What follows belongs to an exercise in optimizing a design on an open flow for small area and a short achievable clock period; a production flow would make more cautious choices.
Where RTL was checked, it was by simulation tests only, not by an equivalence proof against the original.
Power figures rest on the tool's default switching activity, not on a simulated workload.

==> v34: inputs <==
==> flow/design.v <==
package pmp_pkg;
   localparam int PMP_ENTRIES = 16;
   typedef logic [1:0] pmp_mode_t;
   localparam pmp_mode_t MODE_OFF   = 2'd0;
   localparam pmp_mode_t MODE_TOR   = 2'd1;
   localparam pmp_mode_t MODE_NA4   = 2'd2;
   localparam pmp_mode_t MODE_NAPOT = 2'd3;
   localparam logic [11:0] CSR_PMPCFG_BASE  = 12'h3a0;
   localparam logic [11:0] CSR_PMPADDR_BASE = 12'h3b0;
   localparam logic [1:0] AXI_RESP_OKAY   = 2'b00;
   localparam logic [1:0] AXI_RESP_SLVERR = 2'b10;
endpackage
module pmp_axil_ctl (
   input  logic                clk,
   input  logic                reset,
   input  logic                awvalid,
   input  logic [13:0]         awaddr,
   output logic                awready,
   input  logic                wvalid,
   input  logic [31:0]         wdata,
   input  logic [3:0]          wstrb,
   output logic                wready,
   output logic                bvalid,
   output logic [1:0]          bresp,
   input  logic                bready,
   input  logic                arvalid,
   input  logic [13:0]         araddr,
   output logic                arready,
   output logic                rvalid,
   output logic [31:0]         rdata,
   output logic [1:0]          rresp,
   input  logic                rready,
   input  logic [3:0]          turn,         
   input  logic                clearing,     
   output logic                wr_cfg,       
   output logic                wr_addr,      
   output logic                wr_last,      
   output logic                rd_cfg,       
   output logic                rd_addr,
   input  logic [31:0]         rd_word       
);
   logic idle_q, wait_q, gow_q, gor_q, bvalid_q, rvalid_q;
   logic take;
   logic is_wr;
   logic [11:0] csr;
   logic sel_cfg, sel_addr;
   logic [3:0] at_turn;
   logic cfg_q, addr_q, wr_q, last_q;
   logic [3:0] at_q;
   logic go;
   logic [31:0] rdata_q;
   assign awready = gow_q;
   assign wready  = gow_q;
   assign arready = gor_q;
   assign is_wr = awvalid & wvalid;
   assign take  = idle_q & ~clearing & (is_wr | arvalid);
   assign csr   = is_wr ? awaddr[13:2] : araddr[13:2];
   assign sel_cfg  = (csr[11:2] == pmp_pkg::CSR_PMPCFG_BASE[11:2]);
   assign sel_addr = (csr[11:4] == pmp_pkg::CSR_PMPADDR_BASE[11:4]);
   assign at_turn = sel_cfg ? 4'(14 - 4 * csr[1:0]) : 4'(14 - csr[3:0]);
   always_ff @(posedge clk) begin
      if (take) begin
         cfg_q  <= sel_cfg;
         addr_q <= sel_addr;
         wr_q   <= is_wr;
         last_q <= (csr[3:0] == 4'd15);
         at_q   <= at_turn;
      end
   end
   assign go = wait_q & (~(cfg_q | addr_q) | (turn == at_q));
   always_ff @(posedge clk) begin
      if (reset) begin
         idle_q   <= 1'b1;
         wait_q   <= 1'b0;
         gow_q    <= 1'b0;
         gor_q    <= 1'b0;
         bvalid_q <= 1'b0;
         rvalid_q <= 1'b0;
      end else begin
         idle_q   <= (idle_q & ~take) | (bvalid_q & bready) | (rvalid_q & rready);
         wait_q   <= take | (wait_q & ~go);
         gow_q    <= go & wr_q;
         gor_q    <= go & ~wr_q;
         bvalid_q <= gow_q | (bvalid_q & ~bready);
         rvalid_q <= gor_q | (rvalid_q & ~rready);
      end
   end
   assign wr_cfg  = gow_q & cfg_q;
   assign wr_addr = gow_q & addr_q;
   assign wr_last = last_q;
   assign rd_cfg  = cfg_q;
   assign rd_addr = addr_q;
   always_ff @(posedge clk) begin
      if (gor_q) begin
         rdata_q <= rd_word;
      end
   end
   assign bvalid = bvalid_q;
   assign rvalid = rvalid_q;
   assign rdata  = rdata_q;
   assign bresp = {~(cfg_q | addr_q), 1'b0};
   assign rresp = {~(cfg_q | addr_q), 1'b0};
endmodule
module pmp_csr_regs (
   input  logic                                clk,
   input  logic                                reset,
   input  logic                                wr_cfg,
   input  logic                                wr_addr,
   input  logic                                wr_last,
   input  logic [31:0]                         csr_wdata,
   input  logic                                rd_cfg,
   input  logic                                rd_addr,
   output logic [31:0]                         rd_word,
   output logic [3:0]                          turn,
   output logic [7:0]                          turn_j,     
   output logic [15:0]                         first,      
   output logic                                clearing,
   output logic [pmp_pkg::PMP_ENTRIES*6-1:0]   slot_cfg,
   output logic [pmp_pkg::PMP_ENTRIES*30-1:0]  slot_addr_n    
);
   logic [5:0]  cfg_q  [16];
   logic [29:0] addr_q [16];    
   logic [3:0]  turn_q;
   logic [7:0]  turn_jq;
   logic        clear_q;
   logic [5:0]  cfg_d  [4];
   logic [29:0] addr_d;
   logic        zero;
   logic        addr_lock;
   always_ff @(posedge clk) begin
      if (reset) begin
         turn_q  <= 4'd0;
         turn_jq <= 8'd0;
         clear_q <= 1'b1;
      end else begin
         turn_q  <= turn_q + 4'd1;
         turn_jq <= {turn_jq[6:0], ~turn_jq[7]};
         clear_q <= clear_q & (turn_q != 4'd14);
      end
   end
   assign zero = reset | clear_q;
   for (genvar b = 0; b < 4; b++) begin : g_cfg_port
      logic [7:0] raw;
      logic [5:0] prev;
      assign raw  = csr_wdata[8*b +: 8];
      assign prev = cfg_q[(b + 15) % 16];
      always_comb begin
         cfg_d[b] = prev;
         if (wr_cfg & ~prev[5]) begin
            cfg_d[b] = {raw[7], raw[4:2], raw[1] & raw[0], raw[0]};
         end
      end
   end
   assign addr_lock = cfg_q[15][5] |
                      (~wr_last & cfg_q[0][5] & (cfg_q[0][4:3] == pmp_pkg::MODE_TOR));
   assign addr_d = (wr_addr & ~addr_lock) ? ~csr_wdata[29:0] : addr_q[15];
   always_ff @(posedge clk) begin
      cfg_q[0]  <= zero ? 6'd0 : cfg_d[0];
      addr_q[0] <= zero ? '1 : addr_d;
      for (int s = 1; s < 4; s++) begin
         cfg_q[s] <= cfg_d[s];
      end
      for (int s = 4; s < 16; s++) begin
         cfg_q[s] <= cfg_q[s-1];
      end
      for (int s = 1; s < 16; s++) begin
         addr_q[s] <= addr_q[s-1];
      end
   end
   always_comb begin
      rd_word = '0;
      if (rd_cfg) begin
         for (int b = 0; b < 4; b++) begin
            rd_word[8*b +: 8] = {cfg_q[(b + 15) % 16][5], 2'b00, cfg_q[(b + 15) % 16][4:0]};
         end
      end else if (rd_addr) begin
         rd_word = {2'b00, ~addr_q[15]};
      end
   end
   assign turn     = turn_q;
   assign turn_j   = turn_jq;
   always_comb begin
      first[0] = ~turn_jq[0] & ~turn_jq[7];
      first[8] = turn_jq[0] & turn_jq[7];
      for (int k = 1; k < 8; k++) begin
         first[k]   = turn_jq[k-1] & ~turn_jq[k];
         first[k+8] = ~turn_jq[k-1] & turn_jq[k];
      end
   end
   assign clearing = clear_q;
   for (genvar s = 0; s < 16; s++) begin : g_out
      assign slot_cfg[6*s +: 6]    = cfg_q[s];
      assign slot_addr_n[30*s +: 30] = addr_q[s];
   end
endmodule
module pmp_addr_eq (
   input  logic [29:0] req_addr,
   input  logic [29:0] hi_addr_n,     
   input  logic [29:0] ign,
   output logic        eq_hit
);
   assign eq_hit = ~|(~(req_addr ^ hi_addr_n) & ~ign);
endmodule
module pmp_addr_lt (
   input  logic [29:0] req_addr,
   input  logic [29:0] hi_addr_n,     
   output logic        below
);
   logic [31:0] g0, p0;
   logic [15:0] g1, p1;
   logic [7:0]  g2, p2;
   logic [3:0]  g3, p3;
   logic [1:0]  g4, p4;
   always_comb begin
      g0 = {2'b00, ~(req_addr | hi_addr_n)};
      p0 = {2'b11, ~(req_addr & hi_addr_n)};
      for (int k = 0; k < 16; k++) begin
         g1[k] = g0[2*k+1] | (p0[2*k+1] & g0[2*k]);
         p1[k] = p0[2*k+1] & p0[2*k];
      end
      for (int k = 0; k < 8; k++) begin
         g2[k] = g1[2*k+1] | (p1[2*k+1] & g1[2*k]);
         p2[k] = p1[2*k+1] & p1[2*k];
      end
      for (int k = 0; k < 4; k++) begin
         g3[k] = g2[2*k+1] | (p2[2*k+1] & g2[2*k]);
         p3[k] = p2[2*k+1] & p2[2*k];
      end
      for (int k = 0; k < 2; k++) begin
         g4[k] = g3[2*k+1] | (p3[2*k+1] & g3[2*k]);
         p4[k] = p3[2*k+1] & p3[2*k];
      end
   end
   assign below = g4[1] | (p4[1] & g4[0]);
endmodule
module pmp_region_match (
   input  logic [32:0]                         check_req,
   input  logic [15:0]                         first,      
   input  logic                                clearing,
   input  logic [pmp_pkg::PMP_ENTRIES*6-1:0]   slot_cfg,
   input  logic [pmp_pkg::PMP_ENTRIES*30-1:0]  slot_addr_n,   
   output logic [pmp_pkg::PMP_ENTRIES-1:0]     match_vec,
   output logic [pmp_pkg::PMP_ENTRIES-1:0]     allow_vec
);
   logic [29:0] req_addr;
   logic [pmp_pkg::PMP_ENTRIES-1:0] below;
   assign req_addr   = check_req[32:3];
   for (genvar s = 0; s < pmp_pkg::PMP_ENTRIES; s++) begin : g_match
      logic [29:0] hi_addr_n;
      logic [5:0]  cfg;
      logic [29:0] ign;
      logic        eq_hit;
      logic        tor_hit;
      logic        is_tor;
      logic        is_eq;
      logic        perm;
      assign hi_addr_n = slot_addr_n[30*s +: 30];
      assign cfg     = slot_cfg[6*s +: 6];
      assign is_tor = ~clearing & (cfg[4:3] == pmp_pkg::MODE_TOR);
      assign is_eq  = ~clearing & cfg[4];
      always_comb begin
         ign[0] = cfg[3];
         for (int j = 1; j < 30; j++) begin
            ign[j] = ign[j-1] & ~hi_addr_n[j-1];
         end
      end
      pmp_addr_eq u_eq (.req_addr, .hi_addr_n, .ign, .eq_hit);
      pmp_addr_lt u_lt (.req_addr, .hi_addr_n, .below(below[s]));
      assign tor_hit = below[s] & (first[s] | ~below[(s + 15) % 16]);
      assign match_vec[s] = (is_tor & tor_hit) | (is_eq & eq_hit);
      always_comb begin
         case (check_req[2:1])
            2'd0:    perm = cfg[0];
            2'd1:    perm = cfg[1];
            2'd2:    perm = cfg[2];
            default: perm = 1'b0;
         endcase
      end
      assign allow_vec[s] = perm | (check_req[0] & ~cfg[5]);
   end
endmodule
module pmp_prio (
   input  logic [15:0] match_vec,
   input  logic [15:0] upper,       
   output logic [15:0] win,
   output logic        hit
);
   logic [15:0] up_match;
   logic [15:0] up_before;   
   logic [15:0] all_before;  
   logic        any_up;
   always_comb begin
      up_match = match_vec & upper;
      for (int s = 0; s < 16; s++) begin
         up_before[s]  = |(up_match & 16'((32'd1 << s) - 1));
         all_before[s] = |(match_vec & 16'((32'd1 << s) - 1));
      end
      any_up = |up_match;
      for (int s = 0; s < 16; s++) begin
         win[s] = match_vec[s] & (upper[s] ? ~up_before[s] : ~(any_up | all_before[s]));
      end
      hit = |match_vec;
   end
endmodule
module pmp_check (
   input  logic                                clk,
   input  logic                                reset,
   input  logic                                check_valid,
   input  logic                                machine,
   input  logic [3:0]                          turn,
   input  logic [7:0]                          turn_j,
   input  logic [pmp_pkg::PMP_ENTRIES-1:0]     match_vec,
   input  logic [pmp_pkg::PMP_ENTRIES-1:0]     allow_vec,
   output logic                                resp_valid,
   output logic [5:0]                          resp
);
   logic [15:0] upper;
   logic [15:0] win;
   logic        hit;
   logic        allowed;
   logic [15:0] win_q;
   logic [15:0] allow_q;
   logic        hit_q;
   logic        machine_q;
   logic [3:0]  turn_q;      
   logic [3:0]  slot_q;
   always_comb begin
      for (int s = 0; s < 16; s++) begin
         if (s < 8) upper[s] = ~turn_j[7] & ~turn_j[s];
         else       upper[s] = ~turn_j[7] | turn_j[s-8];
      end
   end
   pmp_prio u_prio (
      .match_vec, .upper, .win, .hit
   );
   always_ff @(posedge clk) begin
      if (reset) begin
         resp_valid <= 1'b0;
      end else begin
         resp_valid <= check_valid;
      end
   end
   always_ff @(posedge clk) begin
      win_q     <= win;
      allow_q   <= allow_vec;
      hit_q     <= hit;
      machine_q <= machine;
      turn_q    <= turn;
   end
   always_comb begin
      allowed = machine_q & ~hit_q;
      for (int s = 0; s < 16; s++) begin
         allowed = allowed | (win_q[s] & allow_q[s]);
      end
      slot_q = '0;
      for (int s = 0; s < 16; s++) begin
         slot_q = slot_q | ({4{win_q[s]}} & 4'(s));
      end
   end
   assign resp = {allowed, hit_q, hit_q ? slot_q - turn_q : 4'd0};
endmodule
module pmp_top (
   input  logic                 clk,
   input  logic                 reset,
   input  logic                 awvalid,
   input  logic [13:0]          awaddr,
   output logic                 awready,
   input  logic                 wvalid,
   input  logic [31:0]          wdata,
   input  logic [3:0]           wstrb,
   output logic                 wready,
   output logic                 bvalid,
   output logic [1:0]           bresp,
   input  logic                 bready,
   input  logic                 arvalid,
   input  logic [13:0]          araddr,
   output logic                 arready,
   output logic                 rvalid,
   output logic [31:0]          rdata,
   output logic [1:0]           rresp,
   input  logic                 rready,
   input  logic                 check_valid,
   input  logic [32:0]          check_req,
   output logic                 resp_valid,
   output logic [5:0]           resp
);
   logic                               wr_cfg, wr_addr, wr_last;
   logic                               rd_cfg, rd_addr;
   logic [31:0]                        rd_word;
   logic [3:0]                         turn;
   logic [7:0]                         turn_j;
   logic [15:0]                        first;
   logic                               clearing;
   logic [pmp_pkg::PMP_ENTRIES*6-1:0]  slot_cfg;
   logic [pmp_pkg::PMP_ENTRIES*30-1:0] slot_addr_n;
   logic [pmp_pkg::PMP_ENTRIES-1:0]    match_vec;
   logic [pmp_pkg::PMP_ENTRIES-1:0]    allow_vec;
   pmp_axil_ctl u_ctl (
      .clk, .reset,
      .awvalid, .awaddr, .awready, .wvalid, .wdata, .wstrb, .wready,
      .bvalid, .bresp, .bready,
      .arvalid, .araddr, .arready, .rvalid, .rdata, .rresp, .rready,
      .turn, .clearing, .wr_cfg, .wr_addr, .wr_last, .rd_cfg, .rd_addr, .rd_word
   );
   pmp_csr_regs u_regs (
      .clk, .reset,
      .wr_cfg, .wr_addr, .wr_last, .csr_wdata(wdata),
      .rd_cfg, .rd_addr, .rd_word,
      .turn, .turn_j, .first, .clearing, .slot_cfg, .slot_addr_n
   );
   pmp_region_match u_match (
      .check_req, .first, .clearing, .slot_cfg, .slot_addr_n, .match_vec, .allow_vec
   );
   pmp_check u_check (
      .clk, .reset,
      .check_valid, .machine(check_req[0]), .turn, .turn_j, .match_vec, .allow_vec,
      .resp_valid, .resp
   );
endmodule
==> flow/run.sh <==
#!/bin/bash
# synth_recipe.tcl (not shown) runs the flow's synth.tcl, then flattens the netlist and writes it again
# the make line also repeats each setting of config.mk as NAME=value (left out here)
make -C /OpenROAD-flow-scripts/flow DESIGN_CONFIG=/design/flow/config.mk WORK_HOME=/design/flow/orfs CLKGATE_MAP_FILE= SYNTH_SCRIPT=/design/flow/synth_recipe.tcl finish
==> flow/config.mk <==
export PLATFORM = sky130hd
export DESIGN_NAME = pmp_top
export DESIGN_NICKNAME = pmp_top
export VERILOG_FILES = /design/flow/design.v
export SDC_FILE = /design/flow/constraint.sdc
export NUM_CORES = 4
export LEC_CHECK = 0
export CAP_MARGIN = 20
export CORE_MARGIN = 2
export CORE_UTILIZATION = 60
export SETUP_SLACK_MARGIN = 2.8
export SLEW_MARGIN = 20
export SYNTH_HIERARCHICAL = 1
==> flow/constraint.sdc <==
create_clock -name core_clock -period 7.0 [get_ports {clk}]
set_input_delay 1.4000 -clock core_clock [delete_from_list [all_inputs] [get_ports {clk}]]
set_output_delay 1.4000 -clock core_clock [all_outputs]
set_load 0.01 [all_outputs]
==> v12 (differences from v34) <==
==> flow/design.v, changed modules only <==
module pmp_csr_regs (
   input  logic                                clk,
   input  logic                                reset,
   input  logic                                wr_cfg,
   input  logic                                wr_addr,
   input  logic                                wr_last,
   input  logic [31:0]                         csr_wdata,
   input  logic                                rd_cfg,
   input  logic                                rd_addr,
   output logic [31:0]                         rd_word,
   output logic [3:0]                          turn,
   output logic                                clearing,
   output logic [pmp_pkg::PMP_ENTRIES*6-1:0]   slot_cfg,
   output logic [pmp_pkg::PMP_ENTRIES*30-1:0]  slot_addr
);
   logic [5:0]  cfg_q  [16];
   logic [29:0] addr_q [16];
   logic [3:0]  turn_q;
   logic        clear_q;
   logic [5:0]  cfg_d  [4];
   logic [29:0] addr_d;
   logic        zero;
   logic        addr_lock;
   always_ff @(posedge clk) begin
      if (reset) begin
         turn_q  <= 4'd0;
         clear_q <= 1'b1;
      end else begin
         turn_q  <= turn_q + 4'd1;
         clear_q <= clear_q & (turn_q != 4'd14);
      end
   end
   assign zero = reset | clear_q;
   for (genvar b = 0; b < 4; b++) begin : g_cfg_port
      logic [7:0] raw;
      logic [5:0] prev;
      assign raw  = csr_wdata[8*b +: 8];
      assign prev = cfg_q[(b + 15) % 16];
      always_comb begin
         cfg_d[b] = prev;
         if (wr_cfg & ~prev[5]) begin
            cfg_d[b] = {raw[7], raw[4:2], raw[1] & raw[0], raw[0]};
         end
      end
   end
   assign addr_lock = cfg_q[15][5] |
                      (~wr_last & cfg_q[0][5] & (cfg_q[0][4:3] == pmp_pkg::MODE_TOR));
   assign addr_d = (wr_addr & ~addr_lock) ? csr_wdata[29:0] : addr_q[15];
   always_ff @(posedge clk) begin
      cfg_q[0]  <= zero ? 6'd0 : cfg_d[0];
      addr_q[0] <= zero ? 30'd0 : addr_d;
      for (int s = 1; s < 4; s++) begin
         cfg_q[s] <= cfg_d[s];
      end
      for (int s = 4; s < 16; s++) begin
         cfg_q[s] <= cfg_q[s-1];
      end
      for (int s = 1; s < 16; s++) begin
         addr_q[s] <= addr_q[s-1];
      end
   end
   always_comb begin
      rd_word = '0;
      if (rd_cfg) begin
         for (int b = 0; b < 4; b++) begin
            rd_word[8*b +: 8] = {cfg_q[(b + 15) % 16][5], 2'b00, cfg_q[(b + 15) % 16][4:0]};
         end
      end else if (rd_addr) begin
         rd_word = {2'b00, addr_q[15]};
      end
   end
   assign turn     = turn_q;
   assign clearing = clear_q;
   for (genvar s = 0; s < 16; s++) begin : g_out
      assign slot_cfg[6*s +: 6]    = cfg_q[s];
      assign slot_addr[30*s +: 30] = addr_q[s];
   end
endmodule
module pmp_region_match (
   input  logic [32:0]                         check_req,
   input  logic [3:0]                          turn,
   input  logic                                clearing,
   input  logic [pmp_pkg::PMP_ENTRIES*6-1:0]   slot_cfg,
   input  logic [pmp_pkg::PMP_ENTRIES*30-1:0]  slot_addr,
   output logic [pmp_pkg::PMP_ENTRIES-1:0]     match_vec,
   output logic [pmp_pkg::PMP_ENTRIES-1:0]     allow_vec
);
   logic [29:0] req_addr;
   logic [pmp_pkg::PMP_ENTRIES-1:0] below;
   assign req_addr = check_req[32:3];
   for (genvar s = 0; s < pmp_pkg::PMP_ENTRIES; s++) begin : g_match
      logic [29:0] hi_addr;
      logic [5:0]  cfg;
      logic [29:0] ign;        
      logic        eq_hit;
      logic        tor_hit;
      logic        first;      
      logic        is_tor;
      logic        is_eq;
      logic        perm;
      assign hi_addr = slot_addr[30*s +: 30];
      assign cfg     = slot_cfg[6*s +: 6];
      assign is_tor = ~clearing & (cfg[4:3] == pmp_pkg::MODE_TOR);
      assign is_eq  = ~clearing & cfg[4];
      assign first  = (turn == 4'(s));
      assign ign[0] = cfg[3];
      for (genvar j = 1; j < 30; j++) begin : g_ign
         assign ign[j] = ign[j-1] & hi_addr[j-1];
      end
      assign eq_hit   = ~|((req_addr ^ hi_addr) & ~ign);
      assign below[s] = req_addr < hi_addr;
      assign tor_hit = below[s] & (first | ~below[(s + 15) % 16]);
      assign match_vec[s] = (is_tor & tor_hit) | (is_eq & eq_hit);
      always_comb begin
         case (check_req[2:1])
            2'd0:    perm = cfg[0];
            2'd1:    perm = cfg[1];
            2'd2:    perm = cfg[2];
            default: perm = 1'b0;
         endcase
      end
      assign allow_vec[s] = perm | (check_req[0] & ~cfg[5]);
   end
endmodule
module pmp_check (
   input  logic                                clk,
   input  logic                                reset,
   input  logic                                check_valid,
   input  logic                                machine,
   input  logic [3:0]                          turn,
   input  logic [pmp_pkg::PMP_ENTRIES-1:0]     match_vec,
   input  logic [pmp_pkg::PMP_ENTRIES-1:0]     allow_vec,
   output logic                                resp_valid,
   output logic [5:0]                          resp
);
   logic [15:0] upper;       
   logic [15:0] up_match;
   logic [15:0] win;
   logic        any_up;
   logic        seen_up, seen_all;
   logic        hit;
   logic [3:0]  hit_idx;
   logic        allowed;
   always_comb begin
      for (int s = 0; s < 16; s++) begin
         upper[s] = (4'(s) >= turn);
      end
      up_match = match_vec & upper;
      any_up   = |up_match;
      seen_up  = 1'b0;
      seen_all = 1'b0;
      for (int s = 0; s < 16; s++) begin
         win[s]   = match_vec[s] & (upper[s] ? ~seen_up : (~any_up & ~seen_all));
         seen_up  = seen_up | up_match[s];
         seen_all = seen_all | match_vec[s];
      end
      hit     = |match_vec;
      hit_idx = '0;
      allowed = machine & ~hit;
      for (int s = 0; s < 16; s++) begin
         hit_idx = hit_idx | ({4{win[s]}} & 4'(4'(s) - turn));
         allowed = allowed | (win[s] & allow_vec[s]);
      end
   end
   always_ff @(posedge clk) begin
      if (reset) begin
         resp_valid <= 1'b0;
      end else begin
         resp_valid <= check_valid;
      end
   end
   always_ff @(posedge clk) begin
      resp <= {allowed, hit, hit_idx};
   end
endmodule
module pmp_top (
   input  logic                 clk,
   input  logic                 reset,
   input  logic                 awvalid,
   input  logic [13:0]          awaddr,
   output logic                 awready,
   input  logic                 wvalid,
   input  logic [31:0]          wdata,
   input  logic [3:0]           wstrb,
   output logic                 wready,
   output logic                 bvalid,
   output logic [1:0]           bresp,
   input  logic                 bready,
   input  logic                 arvalid,
   input  logic [13:0]          araddr,
   output logic                 arready,
   output logic                 rvalid,
   output logic [31:0]          rdata,
   output logic [1:0]           rresp,
   input  logic                 rready,
   input  logic                 check_valid,
   input  logic [32:0]          check_req,
   output logic                 resp_valid,
   output logic [5:0]           resp
);
   logic                               wr_cfg, wr_addr, wr_last;
   logic                               rd_cfg, rd_addr;
   logic [31:0]                        rd_word;
   logic [3:0]                         turn;
   logic                               clearing;
   logic [pmp_pkg::PMP_ENTRIES*6-1:0]  slot_cfg;
   logic [pmp_pkg::PMP_ENTRIES*30-1:0] slot_addr;
   logic [pmp_pkg::PMP_ENTRIES-1:0]    match_vec;
   logic [pmp_pkg::PMP_ENTRIES-1:0]    allow_vec;
   pmp_axil_ctl u_ctl (
      .clk, .reset,
      .awvalid, .awaddr, .awready, .wvalid, .wdata, .wstrb, .wready,
      .bvalid, .bresp, .bready,
      .arvalid, .araddr, .arready, .rvalid, .rdata, .rresp, .rready,
      .turn, .clearing, .wr_cfg, .wr_addr, .wr_last, .rd_cfg, .rd_addr, .rd_word
   );
   pmp_csr_regs u_regs (
      .clk, .reset,
      .wr_cfg, .wr_addr, .wr_last, .csr_wdata(wdata),
      .rd_cfg, .rd_addr, .rd_word,
      .turn, .clearing, .slot_cfg, .slot_addr
   );
   pmp_region_match u_match (
      .check_req, .turn, .clearing, .slot_cfg, .slot_addr, .match_vec, .allow_vec
   );
   pmp_check u_check (
      .clk, .reset,
      .check_valid, .machine(check_req[0]), .turn, .match_vec, .allow_vec,
      .resp_valid, .resp
   );
endmodule
// module pmp_addr_eq removed
// module pmp_addr_lt removed
// module pmp_prio removed
--- a/flow/config.mk
+++ b/flow/config.mk
@@ -7,7 +7,5 @@
 export LEC_CHECK = 0
 export CAP_MARGIN = 20
 export CORE_MARGIN = 2
-export CORE_UTILIZATION = 60
-export SETUP_SLACK_MARGIN = 2.8
+export CORE_UTILIZATION = 40
 export SLEW_MARGIN = 20
-export SYNTH_HIERARCHICAL = 1
==> v20 (differences from v34) <==
==> flow/design.v, changed modules only <==
module pmp_check (
   input  logic                                clk,
   input  logic                                reset,
   input  logic                                check_valid,
   input  logic                                machine,
   input  logic [3:0]                          turn,
   input  logic [7:0]                          turn_j,
   input  logic [pmp_pkg::PMP_ENTRIES-1:0]     match_vec,
   input  logic [pmp_pkg::PMP_ENTRIES-1:0]     allow_vec,
   output logic                                resp_valid,
   output logic [5:0]                          resp
);
   logic [15:0] upper;
   logic [15:0] win;
   logic        hit;
   logic        allowed;
   logic [15:0] win_q;
   logic [15:0] allow_q;
   logic        hit_q;
   logic        machine_q;
   logic [3:0]  turn_q;      
   logic [3:0]  ent [16];    
   logic [3:0]  hit_idx;
   always_comb begin
      for (int s = 0; s < 16; s++) begin
         if (s < 8) upper[s] = ~turn_j[7] & ~turn_j[s];
         else       upper[s] = ~turn_j[7] | turn_j[s-8];
      end
   end
   pmp_prio u_prio (
      .match_vec, .upper, .win, .hit
   );
   always_ff @(posedge clk) begin
      if (reset) begin
         resp_valid <= 1'b0;
      end else begin
         resp_valid <= check_valid;
      end
   end
   always_ff @(posedge clk) begin
      win_q     <= win;
      allow_q   <= allow_vec;
      hit_q     <= hit;
      machine_q <= machine;
      turn_q    <= turn;
   end
   always_comb begin
      allowed = machine_q & ~hit_q;
      for (int s = 0; s < 16; s++) begin
         allowed = allowed | (win_q[s] & allow_q[s]);
      end
      hit_idx = '0;
      for (int s = 0; s < 16; s++) begin
         ent[s]  = 4'(s) - turn_q;
         hit_idx = hit_idx | ({4{win_q[s]}} & ent[s]);
      end
   end
   assign resp = {allowed, hit_q, hit_idx};
endmodule
--- a/flow/config.mk
+++ b/flow/config.mk
@@ -8,6 +8,6 @@
 export CAP_MARGIN = 20
 export CORE_MARGIN = 2
 export CORE_UTILIZATION = 60
-export SETUP_SLACK_MARGIN = 2.8
+export SETUP_SLACK_MARGIN = 3.8
 export SLEW_MARGIN = 20
 export SYNTH_HIERARCHICAL = 1
==> v15 (differences from v34) <==
==> flow/design.v, changed modules only <==
module pmp_check (
   input  logic                                clk,
   input  logic                                reset,
   input  logic                                check_valid,
   input  logic                                machine,
   input  logic [3:0]                          turn,
   input  logic [7:0]                          turn_j,
   input  logic [pmp_pkg::PMP_ENTRIES-1:0]     match_vec,
   input  logic [pmp_pkg::PMP_ENTRIES-1:0]     allow_vec,
   output logic                                resp_valid,
   output logic [5:0]                          resp
);
   logic [15:0] upper;
   logic [15:0] win;
   logic        hit;
   logic        allowed;
   logic [15:0] win_q;
   logic [15:0] allow_q;
   logic        hit_q;
   logic        machine_q;
   logic [3:0]  ent [16];    
   logic [3:0]  hit_idx;
   always_comb begin
      for (int s = 0; s < 16; s++) begin
         if (s < 8) upper[s] = ~turn_j[7] & ~turn_j[s];
         else       upper[s] = ~turn_j[7] | turn_j[s-8];
      end
   end
   pmp_prio u_prio (
      .match_vec, .upper, .win, .hit
   );
   always_ff @(posedge clk) begin
      if (reset) begin
         resp_valid <= 1'b0;
      end else begin
         resp_valid <= check_valid;
      end
   end
   always_ff @(posedge clk) begin
      win_q     <= win;
      allow_q   <= allow_vec;
      hit_q     <= hit;
      machine_q <= machine;
   end
   always_comb begin
      allowed = machine_q & ~hit_q;
      for (int s = 0; s < 16; s++) begin
         allowed = allowed | (win_q[s] & allow_q[s]);
      end
      hit_idx = '0;
      for (int s = 0; s < 16; s++) begin
         ent[s]  = 4'(s + 1) - turn;
         hit_idx = hit_idx | ({4{win_q[s]}} & ent[s]);
      end
   end
   assign resp = {allowed, hit_q, hit_idx};
endmodule
--- a/flow/config.mk
+++ b/flow/config.mk
@@ -8,6 +8,8 @@
 export CAP_MARGIN = 20
 export CORE_MARGIN = 2
 export CORE_UTILIZATION = 60
-export SETUP_SLACK_MARGIN = 2.8
+export CTS_CLUSTER_DIAMETER = 150
+export CTS_CLUSTER_SIZE = 24
+export SETUP_SLACK_MARGIN = 2.6
 export SLEW_MARGIN = 20
 export SYNTH_HIERARCHICAL = 1
==> summary.txt <==
| Metric | Reported |
| --- | --- |
| Post-synthesis share of cell area spent on xor and xnor gates | 12.2% |
| Power consumed by combinational cells | 668 uW |
| Core footprint | 57700 um2 |
| List of most frequent post-synthesis cells | sky130_fd_sc_hd__dfxtp_1, sky130_fd_sc_hd__xor2_1, sky130_fd_sc_hd__nor2_1 |
| Synthesized area per cell | 8.95 um2 |
| Run status | finished clean |
| Num CTS Buffers | 72 |
| Routing usage on met3 | 12.2% |
| Critical path's slowest cell | sky130_fd_sc_hd__clkdlybuf4s50_1 |
| Number of antenna violations at the first check in global routing | 1 |
| Crit path required time | 5.60 ns |
| Crit Path Category | flop to primary output |
| Latest clock arrival within the worst-skew pair | 0.65 ns |
| Delay-heaviest family, CP | simple AND/OR/NAND/NOR gates |
| Multi-input combinational cell count | 3115 |
| Area of placed instances | 37400 um2 |
| Fraction of area in multi-input gates | 51.3% |
| Postcts setup bufs | 7 |
The numbers above come from v34.

==> summary.txt <==
| Metric | Reported |
| --- | --- |
| Crit Path Category | input pin to flop |
| Routing usage on met3 | 7.51% |
| Synthesized area per cell | 8.92 um2 |
| Critical path's slowest cell | sky130_fd_sc_hd__buf_2 |
| Run status | finished clean |
| Area of placed instances | 37600 um2 |
| Latest clock arrival within the worst-skew pair | 0.66 ns |
| Fraction of area in multi-input gates | 54.1% |
| Core footprint | 57900 um2 |
| Postcts setup bufs | 3 |
| Power consumed by combinational cells | 651 uW |
| Number of antenna violations at the first check in global routing | 0 |
The numbers above come from v15.

==> summary.txt <==
| Metric | Reported |
| --- | --- |
| Power consumed by combinational cells | 801 uW |
| Critical path's slowest cell | sky130_fd_sc_hd__a222oi_1 |
| Post-synthesis share of cell area spent on xor and xnor gates | 12.1% |
| Delay-heaviest family, CP | compound AO/OA/AOI/OAI gates |
| Crit Path Category | input pin to flop |
| List of most frequent post-synthesis cells | sky130_fd_sc_hd__dfxtp_1, sky130_fd_sc_hd__xor2_1, sky130_fd_sc_hd__nor2_1 |
| Leak Pwr | 0.0140 uW |
| Num CTS Buffers | 72 |
| Core footprint | 58000 um2 |
| Synthesized area per cell | 8.93 um2 |
| Crit path required time | 7.56 ns |
| Postcts setup bufs | 72 |
| Area of placed instances | 37700 um2 |
| Run status | finished clean |
| Fraction of area in multi-input gates | 50.3% |
The numbers above come from v20.

==> summary.txt <==
| Metric | Reported |
| --- | --- |
| Run status | finished clean |
| Delay-heaviest family, CP | compound AO/OA/AOI/OAI gates |
| Combinational Power Share | 9.6% |
| Postcts setup bufs | 0 |
| Number of antenna violations at the first check in global routing | 3 |
| Core footprint | 85000 um2 |
| Multi-input combinational cell count | 2686 |
| Num CTS Buffers | 70 |
| Fraction of area in multi-input gates | 47.5% |
| Latest clock arrival within the worst-skew pair | 0.64 ns |
| List of most frequent post-synthesis cells | sky130_fd_sc_hd__dfxtp_1, sky130_fd_sc_hd__inv_1, sky130_fd_sc_hd__ha_1 |
| Routing usage on met3 | 3.98% |
| Crit path required time | 7.55 ns |
| Power consumed by combinational cells | 788 uW |
| Logic inverters | 521 |
| Post-synthesis share of cell area spent on xor and xnor gates | 0.256% |
| Share of Yosys cell area claimed by the top area cell type | 34.7% |
| Crit Path Category | input pin to flop |
| Critical path's slowest cell | sky130_fd_sc_hd__clkdlybuf4s50_1 |
The numbers above come from v12.

Function not checked in v12: the RTL went through the layout flow alone.

-- static timing again, ports no longer ideal --
The results above use ideal ports. As a check the final layouts listed here were re-extracted and re-timed, cells and wires unchanged.
Step 1 assumes that a clkbuf_16 drives the clock port and a buf_2 every other input.
Step 2 times the ports against the registers' clock, not the clock port: input delays grow and output delays shrink by t, the midpoint of the rising clock arrivals with the driver on.
Slacks: ideal / step 1 / step 2; pairs: ideal / step 1.
run	t, ns	slack for setup (ns)	slew at the worst register clock pin (ns)
v34	0.694	2.870 / 2.804 / 2.206	0.07 / 0.07
v12	0.692	0.960 / 0.998 / 0.306	0.07 / 0.07
v20	0.684	2.990 / 2.806 / 2.122	0.07 / 0.07
v15	0.710	2.657 / 2.635 / 1.988	0.11 / 0.11
After both steps setup and hold are still met in every run listed. The setup slack of v20, which loses most, moves by -0.184 ns with the drivers and by -0.868 ns with both steps.
